Context: an optimization exercise on an open-source flow, tuned for small area. The choices shown serve that exercise and are no tape-out recipe. Function was checked by simulation only, so behaviour that the tests miss may differ from the original. Power is estimated from default activity; no workload was simulated.

==> flow/design.v <==
package froggerPkg;
	typedef logic [10-1:0] coord_t;
	typedef enum logic [5:0]
	{
		colWhite      = 6'd0,
		colGreen      = 6'd2,
		colRed        = 6'd3,
		colLightBlue  = 6'd4,
		colYellow     = 6'd5,
		colOrange     = 6'd7,
		colBrown      = 6'd8,
		colPurple     = 6'd9,
		colDarkBlue   = 6'd10,
		colLightGreen = 6'd12,
		colDarkGrey   = 6'd13
	} colorCode_t;
endpackage
`timescale 1ns/1ps
module trafficLane
#(
	parameter [10-1:0] spriteW = 1,
	parameter [0:0] moveLeft = 1'b1,
	parameter [10-1:0] start0  = 0,
	parameter [10-1:0] start1  = 0,
	parameter [10-1:0] start2  = 0,
	parameter [10-1:0] start3  = 0,
	parameter [10-1:0] start4  = 0
)
(
	input  froggerPkg::coord_t phase,
	input  logic [10:0] drawZ,
	input  logic [10:0] frogZ,
	output logic   drawHit,
	output logic   frogHit
);
	localparam int numVeh = 5;
	localparam int period = 640 + 1;
	localparam logic [numVeh*10-1:0] startPos = {start4, start3, start2, start1, start0};
	logic [numVeh-1:0] wrapped;
	always_comb
	begin
		for (int i = 0; i < numVeh; i++)
		begin
			if (moveLeft)
				wrapped[i] = phase > startPos[i*10 +: 10];
			else
				wrapped[i] = phase >= 10'(period) - startPos[i*10 +: 10];
		end
	end
	function automatic logic onVehicle(input logic [10:0] z, input logic [numVeh-1:0] wr);
		logic [10:0] s;
		logic [10:0] sw;
		logic near;
		onVehicle = 1'b0;
		for (int i = 0; i < numVeh; i++)
		begin
			s = {1'b0, startPos[i*10 +: 10]};
			sw = s + period;
			near = moveLeft ? !wr[i] : wr[i];
			onVehicle = onVehicle |
				(near && (z >= s) && (z < s + spriteW)) |
				(!near && (z >= sw) && (z < sw + spriteW));
		end
	endfunction
	assign drawHit = onVehicle(drawZ, wrapped);
	assign frogHit = onVehicle(frogZ, wrapped);
endmodule
`timescale 1ns/1ps
module timeBar
(
	input  logic   clk_4Hz,
	input  logic   arstN,
	input  froggerPkg::coord_t drawX,
	input  froggerPkg::coord_t drawY,
	output logic   barHit
);
	localparam int divW   = $clog2(4);
	localparam int widthW = $clog2(160 + 1);
	localparam int endMax = 430 + 160 - 512;
	localparam int endMin = 430 - 512;
	logic [divW-1:0]     divCnt;
	logic signed [widthW-1:0] barEnd;
	always_ff @(posedge clk_4Hz or negedge arstN)
	begin
		if (!arstN)
		begin
			divCnt <= '0;
			barEnd <= widthW'(endMax);
		end
		else
		begin
			divCnt <= divCnt + 1'b1;
			if (divCnt == divW'(4 - 1))
				barEnd <= (barEnd == widthW'(endMin)) ? widthW'(endMax) : barEnd - 1'b1;
		end
	end
	logic signed [10-1:0] xRel;
	assign xRel = {~drawX[10-1], drawX[10-2:0]};
	assign barHit = (drawX >= 430) && (xRel < barEnd) &&
		(drawY >= 400) && (drawY < 400 + 15);
endmodule
`timescale 1ns/1ps
module hudOverlay
(
	input  froggerPkg::coord_t     drawX,
	input  froggerPkg::coord_t     drawY,
	input  logic [2:0] lives,
	output logic       heartHit,
	output logic       lineHit,
	output logic       waterHit
);
	localparam int numHearts = 3;
	logic [numHearts-1:0] heartVec;
	for (genvar k = 0; k < numHearts; k++)
	begin : genHeart
		localparam froggerPkg::coord_t heartX = 10'(100 + k * 20);
		assign heartVec[k] = (lives > k) && (lives <= 3'd3) &&
			(drawX >= heartX) && (drawX < heartX + 14) &&
			(drawY >= 400) && (drawY < 400 + 12);
	end
	assign heartHit = |heartVec;
	assign lineHit = ((drawY >= 240) && (drawY <= 260)) ||
		((drawY >= 360) && (drawY <= 380));
	assign waterHit = drawY < 240;
endmodule
`timescale 1ns/1ps
module sceneMixer
(
	input  froggerPkg::coord_t     frogX,
	input  froggerPkg::coord_t     frogY,
	input  froggerPkg::coord_t     drawX,
	input  froggerPkg::coord_t     drawY,
	input  logic [4:0] laneDrawHit,
	input  logic       barHit,
	input  logic       heartHit,
	input  logic       lineHit,
	input  logic       waterHit,
	output froggerPkg::colorCode_t colorCode
);
	function automatic logic [10:0] subRipple(input froggerPkg::coord_t a, input froggerPkg::coord_t b);
		logic c;
		c = 1'b1;
		for (int i = 0; i < 10; i++)
		begin
			subRipple[i] = a[i] ^ ~b[i] ^ c;
			c = (a[i] & ~b[i]) | (c & (a[i] ^ ~b[i]));
		end
		subRipple[10] = ~c;
	endfunction
	logic [10:0] dx;
	logic [10:0] dy;
	logic frogBox;
	assign dx = subRipple(drawX, frogX);
	assign dy = subRipple(drawY, frogY);
	assign frogBox = (dx < 17) && (dy < 16);
	always_comb
	begin
		colorCode = froggerPkg::colDarkGrey;
		if (frogBox)
			colorCode = froggerPkg::colLightGreen;
		else if (laneDrawHit[0])
			colorCode = froggerPkg::colRed;
		else if (laneDrawHit[1])
			colorCode = froggerPkg::colYellow;
		else if (laneDrawHit[2])
			colorCode = froggerPkg::colOrange;
		else if (laneDrawHit[3])
			colorCode = froggerPkg::colDarkBlue;
		else if (laneDrawHit[4])
			colorCode = froggerPkg::colBrown;
		else if (lineHit)
			colorCode = froggerPkg::colPurple;
		else if (barHit)
			colorCode = froggerPkg::colGreen;
		else if (heartHit)
			colorCode = froggerPkg::colRed;
		else if (waterHit)
			colorCode = froggerPkg::colLightBlue;
	end
endmodule
`timescale 1ns/1ps
module frogScene
(
	input  logic       clk_4Hz,
	input  logic       arstN,
	input  froggerPkg::coord_t     frogX,
	input  froggerPkg::coord_t     frogY,
	input  froggerPkg::coord_t     drawX,
	input  froggerPkg::coord_t     drawY,
	input  logic [2:0] lives,
	output froggerPkg::colorCode_t colorCode,
	output logic       collision
);
	logic [4:0] laneDrawHit;
	logic [4:0] laneFrogHit;
	logic [4:0] laneDrawX;
	logic [4:0] laneFrogX;
	logic [4:0] drawRow;
	logic [4:0] frogRow;
	logic barHit;
	logic heartHit;
	logic lineHit;
	logic waterHit;
	froggerPkg::coord_t phase;
	always_ff @(posedge clk_4Hz or negedge arstN)
	begin
		if (!arstN)
		begin
			phase     <= '0;
			collision <= 1'b0;
		end
		else
		begin
			phase     <= (phase == 10'(640)) ? '0 : phase + 1'b1;
			collision <= |laneFrogHit;
		end
	end
	function automatic logic [4:0] rowOf(input froggerPkg::coord_t py);
		rowOf[0] = (py >= 342) && (py < 342 + 16);
		rowOf[1] = (py >= 323) && (py < 323 + 14);
		rowOf[2] = (py >= 302) && (py < 302 + 16);
		rowOf[3] = (py >= 284) && (py < 284 + 12);
		rowOf[4] = (py >= 263) && (py < 263 + 14);
	endfunction
	function automatic logic rightRow(input froggerPkg::coord_t py);
		logic [4:0] r;
		r = py[6:2];
		rightRow = ((r >= 5'd6) && (r <= 5'd10)) || ((r >= 5'd16) && (r <= 5'd20));
	endfunction
	assign drawRow = rowOf(drawY);
	assign frogRow = rowOf(frogY);
	froggerPkg::coord_t phaseR;
	logic [10:0] drawZ;
	logic [10:0] frogZ;
	assign phaseR = 10'(640 + 1) - phase;
	assign drawZ = drawX + (rightRow(drawY) ? phaseR : phase);
	assign frogZ = frogX + (rightRow(frogY) ? phaseR : phase);
	trafficLane #(
		.spriteW(25), .moveLeft(1'b1),
		.start0(440), .start1(400), .start2(280),
		.start3(200), .start4(100)
	) i_fireLane (.phase, .drawZ, .frogZ, .drawHit(laneDrawX[0]), .frogHit(laneFrogX[0]));
	trafficLane #(
		.spriteW(19), .moveLeft(1'b0),
		.start0(440), .start1(400), .start2(300),
		.start3(180), .start4(60)
	) i_busLane (.phase, .drawZ, .frogZ, .drawHit(laneDrawX[1]), .frogHit(laneFrogX[1]));
	trafficLane #(
		.spriteW(23), .moveLeft(1'b1),
		.start0(440), .start1(400), .start2(300),
		.start3(250), .start4(120)
	) i_motoLane (.phase, .drawZ, .frogZ, .drawHit(laneDrawX[2]), .frogHit(laneFrogX[2]));
	trafficLane #(
		.spriteW(28), .moveLeft(1'b0),
		.start0(440), .start1(60), .start2(380),
		.start3(600), .start4(560)
	) i_policeLane (.phase, .drawZ, .frogZ, .drawHit(laneDrawX[3]), .frogHit(laneFrogX[3]));
	trafficLane #(
		.spriteW(25), .moveLeft(1'b1),
		.start0(440), .start1(380), .start2(300),
		.start3(150), .start4(90)
	) i_truckLane (.phase, .drawZ, .frogZ, .drawHit(laneDrawX[4]), .frogHit(laneFrogX[4]));
	assign laneDrawHit = laneDrawX & drawRow;
	assign laneFrogHit = laneFrogX & frogRow;
	timeBar i_timeBar (.clk_4Hz, .arstN, .drawX, .drawY, .barHit);
	hudOverlay i_hudOverlay (.drawX, .drawY, .lives, .heartHit, .lineHit, .waterHit);
	sceneMixer i_sceneMixer (
		.frogX, .frogY, .drawX, .drawY, .laneDrawHit,
		.barHit, .heartHit, .lineHit, .waterHit,
		.colorCode
	);
endmodule
==> flow/flow/run.sh <==
#!/bin/bash
set -euo pipefail
HERE=$(pwd)
SEEDS="1"

# synthesis script: the standard flow's own, with the abc command pointed at our script
{
	head -n 1 synth_recipe.tcl
	cat flow/abc_override.tcl
	tail -n +2 synth_recipe.tcl
} > my_synth.tcl
export MY_ABC_SCRIPT=$HERE/flow/area.abc
MAKE_VARS=(SYNTH_SCRIPT=$HERE/my_synth.tcl ADDER_MAP_FILE= "BUFFER_PORTS_ARGS=-buffer_cell sky130_fd_sc_hd__buf_1")

# seed trials (skipped for a single seed): the standard make line with a work folder of their own, synthesis only
[[ $SEEDS == *" "* ]] && for s in $SEEDS; do
	mkdir -p seed_$s
	sed "s#WORK_HOME=[^ ]*#WORK_HOME=$HERE/seed_$s/orfs#" standard.sh > seed_$s/standard.sh
	(
		export MY_ABC_SEEDS=$s MY_ABC_DIR=$HERE/seed_$s
		bash seed_$s/standard.sh "${MAKE_VARS[@]}" synth > seed_$s/synth.log 2>&1 || true
	) &
done
wait

best=""
bestArea=""
for s in $SEEDS; do
	stat=seed_$s/orfs/reports/$FLOW_PLATFORM/frogScene/base/synth_stat.txt
	[[ -f $stat ]] || continue
	area=$(sed -n "s/.*Chip area for module[^:]*: *\([0-9.]*\).*/\1/p" $stat | tail -n 1)
	echo "seed $s: area $area" >> seeds.txt
	if [[ -n $area ]] && { [[ -z $best ]] || awk -v a=$area -v b=$bestArea 'BEGIN { exit !(a < b) }'; }; then
		best=$s
		bestArea=$area
	fi
done
best=${best:-1}
echo "chosen seed $best" >> seeds.txt

export MY_ABC_SEEDS=$best MY_ABC_DIR=$HERE
bash standard.sh "${MAKE_VARS[@]}" finish > flow.log 2>&1
==> flow/flow/abc_override.tcl <==
proc abc {args} {
	set i [lsearch -exact $args -script]
	if { $i < 0 } {
		yosys abc {*}$args
		return
	}
	set lib [lindex $args [expr { [lsearch -exact $args -liberty] + 1 }]]
	set fin [open $::env(MY_ABC_SCRIPT) r]
	set template [read $fin]
	close $fin
	yosys design -save pre_abc
	set bestArea 0
	set bestSeed ""
	foreach seed $::env(MY_ABC_SEEDS) {
		yosys design -load pre_abc
		set script $::env(MY_ABC_DIR)/area_s$seed.abc
		set fout [open $script w]
		puts $fout [string map [list @SEED@ $seed] $template]
		close $fout
		lset args [expr { $i + 1 }] $script
		yosys abc {*}$args
		yosys opt_clean
		set report [yosys tee -q -s result.string stat -liberty $lib]
		if { ![regexp {Chip area for module [^:]*: ([0-9.]+)} $report -> area] } {
			error "no area for seed $seed"
		}
		puts "abc seed $seed: area $area"
		if { $bestSeed eq "" || $area < $bestArea } {
			set bestArea $area
			set bestSeed $seed
			yosys design -save best_abc
		}
	}
	puts "abc: keeping seed $bestSeed, area $bestArea"
	yosys design -load best_abc
}
==> flow/flow/area.abc <==
strash
ifraig
&get -n
&deepsyn -J 300 -S @SEED@
&put
dch -f
amap
topo
stime
==> flow/standard.sh <==
#!/bin/bash
# synth_recipe.tcl (not shown) runs the flow's synth.tcl, then flattens the netlist and writes it again
# the make line also repeats each setting of config.mk as NAME=value (left out here)
make -C /OpenROAD-flow-scripts/flow DESIGN_CONFIG=/design/flow/config.mk WORK_HOME=/design/flow/orfs CLKGATE_MAP_FILE= SYNTH_SCRIPT=/design/flow/synth_recipe.tcl "${@:-finish}"
==> flow/config.mk <==
export PLATFORM = sky130hd
export DESIGN_NAME = frogScene
export DESIGN_NICKNAME = frogScene
export VERILOG_FILES = /design/flow/design.v
export SDC_FILE = /design/flow/constraint.sdc
export NUM_CORES = 4
export LEC_CHECK = 0
export CAP_MARGIN = 20
export CORE_MARGIN = 2
export CORE_UTILIZATION = 65
export GPL_TIMING_DRIVEN = 0
export PLACE_DENSITY = 0.75
export SETUP_SLACK_MARGIN = 0.4
export SLEW_MARGIN = 20
==> flow/constraint.sdc <==
create_clock -name core_clock -period 10.0 [get_ports {clk_4Hz}]
set_input_delay 2.0000 -clock core_clock [delete_from_list [all_inputs] [get_ports {clk_4Hz}]]
set_output_delay 2.0000 -clock core_clock [all_outputs]
set_load 0.01 [all_outputs]
==> results.toml, run 1 <==
[yosys]
synth_area_leaders = "nor2_1 (18%), clkinv_1 (10%), o21ai_0 (9.6%), dfrtp_1 (9.0%), a21oi_1 (8.4%)"
synth-simple-area-share_pct = 38.0
syn_inst = 884
synth_flop_cell = "dfrtp_1"
synth_xor_area_share_pct = 0
synth.top_cell.area_share_pct = 18.0
synth_fa_ha_area_share_pct = 0
synth_edf_count = 0
synthMostInstantiatedCell = "nor2_1"
synthArstFlopShare_pct = 100
synth_area_um2 = 4750
avgSynthCellArea_um2 = 5.38
synth-seq-cells = 21
yosysTopAreaCell = "nor2_1"
yosysSeqAreaShare_pct = 11.2
muxShareOfSynthArea_pct = 0
synth_compound_area_share_pct = 40.2
yosys.cell_types.count = 46
synth_commonest_cells = "nor2_1 (228), clkinv_1 (129), o21ai_0 (91), nand2_1 (83), a21oi_1 (80)"
synth_top_family_by_area = "compound AO/OA/AOI/OAI gates"
ys_warn_count = 8

[final_layout]
areaGrowthSynthToFinish_pct = 12.4
drive_gt1_share_pct = 5.99
seq_area_um2 = 531
finish.utilization_pct = 74.4
final_net_count = 997
diodes = 0
nFillCells = 585
multi_input_area_um2 = 3850

[critical_path]
crit_arrival_ns = 7.59
crit_fanout = 6
worstSetupPathType = "in2out"
cp-start-kind = "input port"
critPathRequiredTime_ns = 8.00
end_kind = "output pin"
slowest_stage = "nor2_1"
critPathMaxStageDelay_ns = 0.53

[placement]
place_congestion = 1.12
io_buffers = 49
hpwl_um = 15500

[drt]
ant_nets = 0
via_per_inst = 7.33
drt-pass1-iter-count = 16
drc_errors = 0
totalWireLength_um = 20800
vias = 7697
detail_route.wl_per_cell_um = 19.8
first_iter_violations = 1600

[grt]
grt_pass1_wl_um = 31000
grt_start_max_net_pins = 22
grt_overflow = 0
grt_pass1_vias = 6490
grt_antenna_before_repair = 0
grt.total_usage_pct = 49.3

[sta]
fin_skew_ns = 0.00411
rsz0062_at_grt = "false"
max_freq_ghz = 0.104
setup-violations-final = 0
layout_min_cycle_time_ns = 9.59
finalCritPeriodShare_pct = 95.9
final-max-slew-violation-count = 0
slew_headroom_pct = 29.7
hold_violations = 0
finalSetupTns_ns = 0
tightest_slew_ns = 1.04

[floorplanning]
core_um2 = 7180
die_h_um = 89.5
die_w_um = 89.5
start_util_pct = 66.2
boundaryPins = 52
num_rows = 31
dieArea_um2 = 8010

[cts]
clock-sinks = 21
clock-root-buffer = "clkbuf_8"
h-tree-depth = 1
cts_tree = "done"
cts-buffers-inserted = 3
clkLatencyLatePin_ns = 0.27
clk_pin_slew_ns = 0.08
cts.path.max_buffers = 2
holdBufCountCts = 0

[flow_run]
drv_cap = 0

[min_path]
hp-class = "reg2reg"

[run_status]
status = "no timing/DRC/antenna violations"

[pwr]
ir_drop_mv = 0.0917
leakagePower_nw = 1.81
powerDensity_nw_per_um2 = 74.3
power_mw = 0.397
## where the power goes
part	leakage, nW	internal, mW	switching [mW]	total, mW
Clock	0.0228	0.0285	0.0304	0.0589
Sequential	0.245	0.0850	0.0000568	0.0851
Combinational	1.54	0.0696	0.183	0.253
## worst paths after layout
check / to / slack, ns / startpoint / cells past startpoint
max reg2reg: collision$_DFF_PN0_ / 3.39 / phase[0]$_DFF_PN0_ / 30
min reg2reg: i_timeBar.divCnt[0]$_DFF_PN0_ / 0.48 / i_timeBar.divCnt[0]$_DFF_PN0_ / 1
max: colorCode[3] / 0.41 / drawY[4] / 30
min in group asynchronous: i_timeBar.barEnd[0]$_DFFE_PN0N_ / 1.70 / arstN / 1
min: i_timeBar.divCnt[0]$_DFF_PN0_ / 0.48 / i_timeBar.divCnt[0]$_DFF_PN0_ / 1
max in group asynchronous: i_timeBar.barEnd[6]$_DFFE_PN1N_ / 7.94 / arstN / 1
## state kept, by name, indices dropped and copies added (netlist names)
name              count
phase                10
i_timeBar.divCnt      2
i_timeBar.barEnd      8
collision             1
## repair_timing
item                                    in CTS  in global routing
cloned                                       0                  1
hold endpoints to repair                     0                  0
endpoints found under the setup margin       4                  4
resized for setup                           22                 29
pin swaps                                    2                 11
buffers inserted                             2                 10
## per-layer routing
| metal | GRT usage (%) | up-vias | part of all wire [%] |
|---|---|---|---|
| met2 | 73.5 | 859 | 39 |
| met3 | 15.7 | 271 | 18 |
| met5 | 0 | - | 0.091 |
| met4 | 28.9 | 2 | 9.2 |
| li1 | - | 3331 | - |
| met1 | 62.3 | 3234 | 34 |
## critical path: cells and delay by family
kind / cells / cell delay [ns]
buffers and inverters: 6 / 1.30
AOI/OAI and AO/OA: 11 / 2.05
and+or+nand+nor: 13 / 2.19
## per-stage QoR
| stage | setup slack (ns) | hold WS [ns] | instances | area [µm²] |
|---|---|---|---|---|
| 5_1_grt | 0.156 | 0.485 | 1050 | 5340 |
| 3_5_place_dp | -0.723 | 0.455 | 1033 | 5070 |
| 4_1_cts | 0.446 | 0.475 | 1039 | 5170 |
| 6_report | 0.413 | 0.479 | 1050 | 5340 |
| 2_1_floorplan | 1.20 | 0.440 | 885 | 4760 |
| 3_3_place_gp | -1.04 | 0.449 | 1033 | 5060 |
## cells in the final DEF, fill, tap and decap left out, types with 6 or more instances in the layout
| master | instances |
|---|---|
| nand2_1 | 83 |
| o22ai_1 | 19 |
| a21oi_1 | 76 |
| a31oi_1 | 20 |
| nor4_1 | 14 |
| clkinv_1 | 123 |
| nor2b_1 | 6 |
| a22oi_1 | 6 |
| o21ai_1 | 11 |
| a211oi_1 | 6 |
| or3_1 | 9 |
| o211ai_1 | 8 |
| nand4_1 | 9 |
| o21a_1 | 16 |
| dfrtp_1 | 17 |
| nor3_1 | 36 |
| o32a_1 | 7 |
| nand3_1 | 23 |
| nor2_1 | 222 |
| o21ai_0 | 72 |
| buf_4 | 14 |
| buf_1 | 44 |
| o21ai_2 | 8 |
## kinds of logic (layout without fill, tap and decap cells)
kind of cell,Yosys count,in the layout
AND/OR/NAND/NOR,423,423
AO/OA/AOI/OAI,308,308
buffers and inverters,131,197
flip-flops,21,21
other,1,2
## final cells by class
type | instances | share of cell area (%)
clock buffers | 4 | 0.843
well taps | 99 | 2.32
inverters | 129 | 9.23
multi-input cells | 733 | 72.1
repair inverters | 1 | 0.0937
repair buffers | 61 | 5.25
flip-flops and latches | 21 | 9.93
plain buffers | 2 | 0.281
==> run 2, diff against run 1 <==
--- a/flow/flow/run.sh
+++ b/flow/flow/run.sh
@@ -10,7 +10,7 @@
 	tail -n +2 synth_recipe.tcl
 } > my_synth.tcl
 export MY_ABC_SCRIPT=$HERE/flow/area.abc
-MAKE_VARS=(SYNTH_SCRIPT=$HERE/my_synth.tcl ADDER_MAP_FILE= "BUFFER_PORTS_ARGS=-buffer_cell sky130_fd_sc_hd__buf_1")
+MAKE_VARS=(SYNTH_SCRIPT=$HERE/my_synth.tcl ADDER_MAP_FILE= "BUFFER_PORTS_ARGS=-buffer_cell sky130_fd_sc_hd__buf_2")
 
 # seed trials (skipped for a single seed): the standard make line with a work folder of their own, synthesis only
 [[ $SEEDS == *" "* ]] && for s in $SEEDS; do
--- a/flow/config.mk
+++ b/flow/config.mk
@@ -7,8 +7,8 @@
 export LEC_CHECK = 0
 export CAP_MARGIN = 20
 export CORE_MARGIN = 2
-export CORE_UTILIZATION = 65
+export CORE_UTILIZATION = 60
 export GPL_TIMING_DRIVEN = 0
-export PLACE_DENSITY = 0.75
-export SETUP_SLACK_MARGIN = 0.4
+export PLACE_DENSITY = 0.7
+export SETUP_SLACK_MARGIN = 0.3
 export SLEW_MARGIN = 20
==> run 2 against run 1 <==
Net effect:
- wire length decreased by 3.1%
- still clean on timing, DRC and antenna
- clock power increased by 4.1%
- critical endpoint is now colorCode[1]
- worst hold slack improved by 0.0048 ns
==> results.toml, run 2 <==
[floorplanning]
start_util_pct = 61.8
die_h_um = 93.0
die_w_um = 93.0
num_rows = 32
core_um2 = 7690
dieArea_um2 = 8650
boundaryPins = 52

[drt]
vias = 7358
totalWireLength_um = 20200
detail_route.wl_per_cell_um = 19.2
first_iter_violations = 1224
via_per_inst = 7.01
ant_nets = 0
drt-pass1-iter-count = 14
drc_errors = 0

[sta]
hold_violations = 0
final-max-slew-violation-count = 0
whs_ns = 0.483
slew_headroom_pct = 19.6
worst_slack_ns = 0.515
finalSetupTns_ns = 0
layout_min_cycle_time_ns = 9.48
rsz0062_at_grt = "false"
fin_skew_ns = 0.0114
finalCritPeriodShare_pct = 94.8
tightest_slew_ns = 1.17
setup-violations-final = 0
max_freq_ghz = 0.105

[pwr]
clockPowerShare_pct = 15.4
powerDensity_nw_per_um2 = 73.8
p_int_mw = 0.185
switching_share_pct = 53.5
leakagePower_nw = 1.90
p_switching_mw = 0.213
ir_drop_mv = 0.0673
seqPwrFrac_pct = 21.4
comb_power_share_pct = 63.2

[critical_path]
r2r_end = "collision$_DFF_PN0_"
worstSetupPathType = "in2out"
crit_fanout = 9
rrSetupSlack_ns = 3.54
critPathMaxStageDelay_ns = 0.41
crit_arrival_ns = 7.48
slowest_stage = "or3_1"
reg2reg_from = "phase[0]$_DFF_PN0_"
startpoint = "drawY[3]"
cp-start-kind = "input port"
ff2ff_path_depth = 30
end_kind = "output pin"
critPathRequiredTime_ns = 8.00

[min_path]
whs_path_depth = 1
min_to = "i_timeBar.divCnt[0]$_DFF_PN0_"
min-delay-start = "i_timeBar.divCnt[0]$_DFF_PN0_"
hp-class = "reg2reg"

[grt]
grt_pass1_vias = 6448
grt_overflow = 0
grt.total_usage_pct = 45.1
grt_start_max_net_pins = 22
grt_pass1_wl_um = 31400
grt_antenna_before_repair = 0

[cts]
cts-buffers-inserted = 3
clk_pin_slew_ns = 0.08
cts_tree = "done"
clock-sinks = 21
h-tree-depth = 1
clkLatencyLatePin_ns = 0.28
clock-root-buffer = "clkbuf_8"
cts.path.max_buffers = 2

[yosys]
synth_flop_cell = "dfrtp_1"
synth_compound_area_share_pct = 40.2
synth_xor_area_share_pct = 0
synth_area_leaders = "nor2_1 (18%), clkinv_1 (10%), o21ai_0 (9.6%), dfrtp_1 (9.0%), a21oi_1 (8.4%)"
yosys.cell_types.count = 46
yosysTopAreaCell = "nor2_1"
synth-simple-area-share_pct = 38.0
ys_warn_count = 8
synthArstFlopShare_pct = 100
synth_commonest_cells = "nor2_1 (228), clkinv_1 (129), o21ai_0 (91), nand2_1 (83), a21oi_1 (80)"
synth_top_family_by_area = "compound AO/OA/AOI/OAI gates"
synth_area_um2 = 4750
avgSynthCellArea_um2 = 5.38
synth_edf_count = 0
syn_inst = 884
yosysSeqAreaShare_pct = 11.2
synth-seq-cells = 21
muxShareOfSynthArea_pct = 0
synthMostInstantiatedCell = "nor2_1"
synth.top_cell.area_share_pct = 18.0
synth_fa_ha_area_share_pct = 0

[final_layout]
drive_gt1_share_pct = 10.7
diodes = 0
largest_reg_flops = 10
final_common_cell = "nor2_1"
nFillCells = 683
stdcell_count = 1049
layout_common_cells = "nor2_1 (224), clkinv_1 (124), nand2_1 (82)"
largest-register = "phase"
areaGrowthSynthToFinish_pct = 13.5
final_net_count = 993
final_area_um2 = 5390
top_regs = "phase x10, i_timeBar.barEnd x8, i_timeBar.divCnt x2"

[placement]
place_congestion = 1.16
placedInstanceArea_um2 = 5140
io_buffers = 49
hpwl_um = 15500
post-place-cells = 1037
post-place-ws_ns = -0.671

[run_status]
status = "no timing/DRC/antenna violations"

[flow_run]
drv_cap = 0
-- run 2: cell counts after synthesis --
Identical to the previous run, type by type.
-- run 2: final cells by class --
type,count,area (µm²),share of cell area (%)
timing repair buffer,58,313,5.80
buffer,2,15.0,0.278
clock inverter,1,5.00,0.0928
tap,102,128,2.37
sequential,21,531,9.84
clock buffer,3,41.3,0.766
inverter,129,498,9.23
multi-input combinational,733,3860,71.6
-- run 2: worst max-delay path by stage --
stage                    to  slack, ns  cells after the start
3_5_place_dp   colorCode[1]      -0.67                     32
3_3_place_gp   colorCode[2]      -0.93                     28
4_1_cts        colorCode[1]       0.32                     37
6_report       colorCode[1]       0.52                     34
2_1_floorplan  colorCode[2]       1.20                     27
5_1_grt        colorCode[1]       0.24                     35
-- run 2: power by group through the flow --
stage,logic [mW],registers (mW),clock network (mW)
2_1_floorplan,0.146,0.0868,0
3_3_place_gp,0.217,0.0867,0
3_5_place_dp,0.218,0.0867,0
4_1_cts,0.223,0.0851,0.0594
5_1_grt,0.265,0.0851,0.0634
6_report,0.252,0.0851,0.0613
-- run 2: cell families after synthesis --
family / after synthesis
compound gates: 308
other cells: 1
flops: 21
buf+inv: 131
simple gates: 423
-- run 2: worst max-delay path: cells and delay by family --
kind | cells | cell delay [ns]
AOI/OAI and AO/OA | 13 | 2.14
and+or+nand+nor | 15 | 2.46
buffers and inverters | 6 | 0.87
-- run 2: layer usage --
| layer | vias to the layer above | track usage, % | share of wire [%] | wire length (µm) |
|---|---|---|---|---|
| li1 | 3317 | - | - | - |
| met1 | 3102 | 58.1 | 35 | 7050 |
| met2 | 725 | 67.9 | 40 | 7980 |
| met3 | 214 | 12.7 | 17 | 3430 |
| met4 | 0 | 25.0 | 8.4 | 1700 |
| met5 | - | 0 | 0 | 0 |
-- run 2: stage by stage --
step / total power, mW / utilization (%)
after detailed placement: 0.305 / 66.8
after CTS: 0.367 / 68.0
after floorplan: 0.233 / -
final: 0.398 / 70.1
after global placement: 0.303 / 66.7
after global routing: 0.414 / 70.1
-- run 2: timing repair --
| action | CTS | global route |
|---|---|---|
| setup endpoints to repair | 4 | 4 |
| pin swaps | 2 | 6 |
| hold buffers | 0 | 0 |
| buffers inserted | 2 | 6 |
| gates resized for setup | 14 | 36 |
| hold endpoints to repair | 0 | 0 |

[afterwards: timing with drivers on the ports]
How much do the figures lean on ideal ports? The routed layouts below were timed once more, with nothing changed but the port constraints.
Step 1 (the two cells are an assumption about what drives the block):
set clk [get_ports {clk_4Hz}]
set_driving_cell -lib_cell sky130_fd_sc_hd__clkbuf_16 $clk
set_driving_cell -lib_cell sky130_fd_sc_hd__buf_2 [delete_from_list [all_inputs] $clk]
Step 2, shift: input delay + t, output delay - t, t = (earliest + latest rising clock arrival at the registers) / 2. This alone moves slack from input paths to output paths.
a / b / c = ideal ports / drivers / drivers and shift; a / b = the first two.
| run | t, ns | setup WS [ns] | latest minus earliest clock arrival (ns) |
|---|---|---|---|
| run 1 | 0.289 | 0.413 / 0.391 / 0.391 | 0.005 / 0.005 |
| run 2 | 0.299 | 0.515 / 0.491 / 0.491 | 0.012 / 0.013 |
After both steps every run listed still meets setup and hold. For run 2, which loses most, drivers alone change the setup slack by -0.024 ns; drivers and shift together by -0.024 ns.
